Background: an optimization exercise with open tools, aiming at small area, a short achievable clock period and few clock cycles per item. Do not read the settings as production practice. In this exercise RTL edits were held to simulation tests only and were not proved equivalent to the original. Power figures rest on the tool's default switching activity, not on a simulated workload.

Design sample_tracker_report_scheduler, start of the top module:
module sample_tracker_report_scheduler (
	input  wire logic                              clk,
	input  wire logic                              arst_n,
	input  wire logic                              cfg_write,
	input  wire logic [strs_pkg::CfgIdxW-1:0]      cfg_index,
	input  wire logic [strs_pkg::CfgW-1:0]         cfg_data,
	input  wire logic                              item_valid,
	output logic                                   item_ready,
	input  wire logic [33:0]                       item,
	output logic                                   result_valid,
	input  wire logic                              result_ready,
	output logic [101:0]                           result
);
Size in the first run: about 1700 cells after synthesis, ~200 flip-flops.
==> flow/config.mk <==
export PLATFORM = sky130hd
export DESIGN_NAME = sample_tracker_report_scheduler
export DESIGN_NICKNAME = sample_tracker_report_scheduler
export VERILOG_FILES = /design/flow/design.v
export SDC_FILE = /design/flow/constraint.sdc
export NUM_CORES = 4
export LEC_CHECK = 0
export ABC_AREA = 1
export CAP_MARGIN = 20
export CORE_MARGIN = 2
export CORE_UTILIZATION = 60
export CTS_BUF_LIST = sky130_fd_sc_hd__clkbuf_8
export CTS_CLUSTER_DIAMETER = 150
export CTS_CLUSTER_SIZE = 15
export SETUP_SLACK_MARGIN = 3.8
export SLEW_MARGIN = 20
==> flow/constraint.sdc <==
create_clock -name core_clock -period 6.5 [get_ports {clk}]
set_input_delay 1.3000 -clock core_clock [delete_from_list [all_inputs] [get_ports {clk}]]
set_output_delay 1.3000 -clock core_clock [all_outputs]
set_load 0.01 [all_outputs]
standard.sh (not shown) runs the stock make flow with config.mk's settings and CLKGATE_MAP_FILE= SYNTH_SCRIPT=/design/flow/synth_recipe.tcl, a recipe that flattens the netlist after the stock synthesis.
==> flow/flow/run.sh <==
#!/bin/bash
# The standard layout (standard.sh: the standard flow's synthesis and ORFS flow, unchanged),
# except that the buffer global placement puts on every input and output port
# is the smallest plain buffer (buf_1) rather than the one buffer_ports picks
# by default; repair may still resize it.
set -euo pipefail
bash standard.sh "BUFFER_PORTS_ARGS=-buffer_cell sky130_fd_sc_hd__buf_1"  finish > standard_flow.log 2>&1
The starting point passed the timing, design-rule and antenna checks.
Testbench counts at the start, summed over its fixed seeds: cycles 16,016, items 16,000.
Edit:
==> flow/run.sh (new file) <==
#!/bin/bash
# synth_recipe.tcl (not shown) runs the flow's synth.tcl, then flattens the netlist and writes it again
# the make line also repeats each setting of config.mk as NAME=value (left out here)
make -C /OpenROAD-flow-scripts/flow DESIGN_CONFIG=/design/flow/config.mk WORK_HOME=/design/flow/orfs CLKGATE_MAP_FILE= SYNTH_SCRIPT=/design/flow/synth_recipe.tcl finish
--- a/flow/config.mk
+++ b/flow/config.mk
@@ -9,8 +9,5 @@
 export CAP_MARGIN = 20
 export CORE_MARGIN = 2
-export CORE_UTILIZATION = 60
-export CTS_BUF_LIST = sky130_fd_sc_hd__clkbuf_8
-export CTS_CLUSTER_DIAMETER = 150
-export CTS_CLUSTER_SIZE = 15
-export SETUP_SLACK_MARGIN = 3.8
+export CORE_UTILIZATION = 40
+export SETUP_SLACK_MARGIN = 3.5
 export SLEW_MARGIN = 20
removed: flow/flow/run.sh
removed: flow/standard.sh
Core utilization falls by 17 points.
Register-to-register slack got worse by 0.17 ns.
Clock skew came out lower by 0.0080 ns.
Cell area rises by roughly a tenth.
Worst hold slack is worse by 0.0070 ns.
Power goes up by about a fifth.
Sequential share of layout area came out lower by 4.7 points.
Worst setup slack degrades by 0.017 ns.
Area after synthesis does not change.

---

sample_tracker_report_scheduler, a different RTL version from the one above (not shown whole).
Size in the first run: ~200 flip-flops, ~180 I/O pins, about 11000 um2 of cells after synthesis.
## sample_tracker_report_scheduler
module sample_tracker_report_scheduler (
	input  wire logic                              clk,
	input  wire logic                              arst_n,
	input  wire logic                              cfg_write,
	input  wire logic [strs_pkg::CfgIdxW-1:0]      cfg_index,
	input  wire logic [strs_pkg::CfgW-1:0]         cfg_data,
	input  wire logic                              item_valid,
	output logic                                   item_ready,
	input  wire logic [33:0]                       item,
	output logic                                   result_valid,
	input  wire logic                              result_ready,
	output logic [101:0]                           result
);
	logic [strs_pkg::TimeW-1:0] report_min_q;
	logic [strs_pkg::TimeW-1:0] report_max_q;
	logic                       on_change_q;
	logic [strs_pkg::TimeW-1:0]          elapsed_q;   
	logic signed [strs_pkg::ValueW-1:0]  value_q;
	logic                                valid_q;
	logic                                pending_q;
	logic signed [strs_pkg::ValueW-1:0]  min_q;
	logic signed [strs_pkg::ValueW-1:0]  max_q;
	logic                                ext_valid_q;
	logic res_valid_q;
	logic changed_q;
	logic new_min_q;
	logic new_max_q;
	logic due_q;
	logic                               is_tick;
	logic signed [strs_pkg::ValueW-1:0] in_value;
	logic                               in_ok;
	logic                               accept;
	logic                               take_sample;
	logic                               take_tick;
	logic                               same;
	logic                               new_min;
	logic                               new_max;
	logic                               gt_min;
	logic                               gt_max;
	logic                               wrap;
	logic                               due;
	assign is_tick  = item[33];
	assign in_value = item[32:1];
	assign in_ok    = item[0];
	assign item_ready   = !res_valid_q || result_ready;
	assign accept       = item_valid && item_ready;
	assign take_sample  = accept && !is_tick;
	assign take_tick    = accept && is_tick;
  ...
clock: 6.5 ns
lec_check: 0
cap_margin: 20
core_margin: 2
core_utilization: 40
setup_slack_margin: 4.0
slew_margin: 20
run.sh (not shown) runs the stock make flow with config.mk's settings and CLKGATE_MAP_FILE= SYNTH_SCRIPT=/design/flow/synth_recipe.tcl, a recipe that flattens the netlist after the stock synthesis.
Stock flow here: none of the scripts above is used.
The first run ran to the end with no violations.
Testbench counts at the start, summed over its fixed seeds: cycles 16,016, items 16,000.
Change:
==> flow/flow/run.sh (new file) <==
#!/bin/bash
# The standard layout (standard.sh: the standard flow's synthesis and ORFS flow, unchanged),
# with one difference: the port buffers that global placement inserts on every
# input and output are the smallest plain buffer (buf_1) instead of the cell
# buffer_ports picks by default. Repair may still resize them.
set -euo pipefail
bash standard.sh "BUFFER_PORTS_ARGS=-buffer_cell sky130_fd_sc_hd__buf_1" finish > standard_flow.log 2>&1
==> flow/standard.sh (new file) <==
#!/bin/bash
# synth_recipe.tcl (not shown) runs the flow's synth.tcl, then flattens the netlist and writes it again
# the make line also repeats each setting of config.mk as NAME=value (left out here)
make -C /OpenROAD-flow-scripts/flow DESIGN_CONFIG=/design/flow/config.mk WORK_HOME=/design/flow/orfs CLKGATE_MAP_FILE= SYNTH_SCRIPT=/design/flow/synth_recipe.tcl "${@:-finish}"
Settings changed: SETUP_SLACK_MARGIN 4.0 to 3.5.
removed: flow/run.sh
Result: Sequential share of layout area is higher by 6.0 points; power is lower by 12%; utilization is lower by 10 points; wire length is lower by 12%; maximum frequency is lower by 1.7%; synthesized cell count is unchanged; design area is lower by 17%.
Change:
==> flow/run.sh (new file) <==
#!/bin/bash
# synth_recipe.tcl (not shown) runs the flow's synth.tcl, then flattens the netlist and writes it again
# the make line also repeats each setting of config.mk as NAME=value (left out here)
make -C /OpenROAD-flow-scripts/flow DESIGN_CONFIG=/design/flow/config.mk WORK_HOME=/design/flow/orfs CLKGATE_MAP_FILE= SYNTH_SCRIPT=/design/flow/synth_recipe.tcl finish
Settings changed: SETUP_SLACK_MARGIN 3.5 to default.
removed: flow/flow/run.sh
removed: flow/standard.sh
Effect: The new run finished with timing, DRC and antenna clean; combinational power came out higher by about 8%; total power came out higher by 1.5%; setup slack loses 1.2 ns; maximum frequency came out lower by 29%; via count came out lower by 1.9%; routed wire length came out lower by 0.64%; sequential share of layout area came out lower by 1.4 points; global-route usage came out higher by 0.30 points; worst hold slack stays flat.
Change:
Settings changed: SETUP_SLACK_MARGIN from default to 3.5.
Outcome:
- The new run finished clean
- cell area goes up by a few percent
- wire length goes up by a few percent
- register-to-register slack improves by 0.50 ns
- combinational power goes up by a little under a tenth

## separate check: timing with driven ports
How much do the figures lean on ideal ports? The routed layouts below were timed once more, with nothing changed but the port constraints.
Step 1: set_driving_cell puts a clkbuf_16 on clk and a buf_2 on each other input, an assumption about the parent block.
Step 2 moves the port delays by t, midway between the first and last clock arrival at a register: inputs arrive t later, outputs are due t later. That takes back most of the time a late clock gives input paths.
a / b / c = ideal / step 1 / step 2; a / b = the first two.
| run | shift t [ns] | slack for setup (ns) | hold WS [ns] | slew at the worst register clock pin (ns) | worst slew at a driven data input, ns |
|---|---|---|---|---|---|
| the first run of note 1 | 0.570 | 3.592 / 3.571 / 3.285 | 0.495 / 0.495 / 0.495 | 0.10 / 0.10 | 0.08 |
| the second run of note 1 | 0.569 | 3.576 / 3.552 / 3.070 | 0.488 / 0.488 / 0.488 | 0.06 / 0.06 | 0.07 |
| the first run of note 2 | 0.564 | 3.567 / 3.533 / 3.007 | 0.477 / 0.477 / 0.477 | 0.06 / 0.06 | 0.07 |
| the second run of note 2 | 0.562 | 3.516 / 3.496 / 2.979 | 0.475 / 0.475 / 0.475 | 0.06 / 0.06 | 0.05 |
| the third run of note 2 | 0.560 | 2.316 / 2.344 / 1.784 | 0.477 / 0.477 / 0.477 | 0.06 / 0.06 | 0.07 |
| the fourth run of note 2 | 0.568 | 3.505 / 3.508 / 2.941 | 0.476 / 0.476 / 0.476 | 0.06 / 0.06 | 0.06 |
After both steps every run listed still meets setup and hold. For the fourth run of note 2, which loses most, drivers alone change the setup slack by +0.003 ns; drivers and shift together by -0.564 ns.
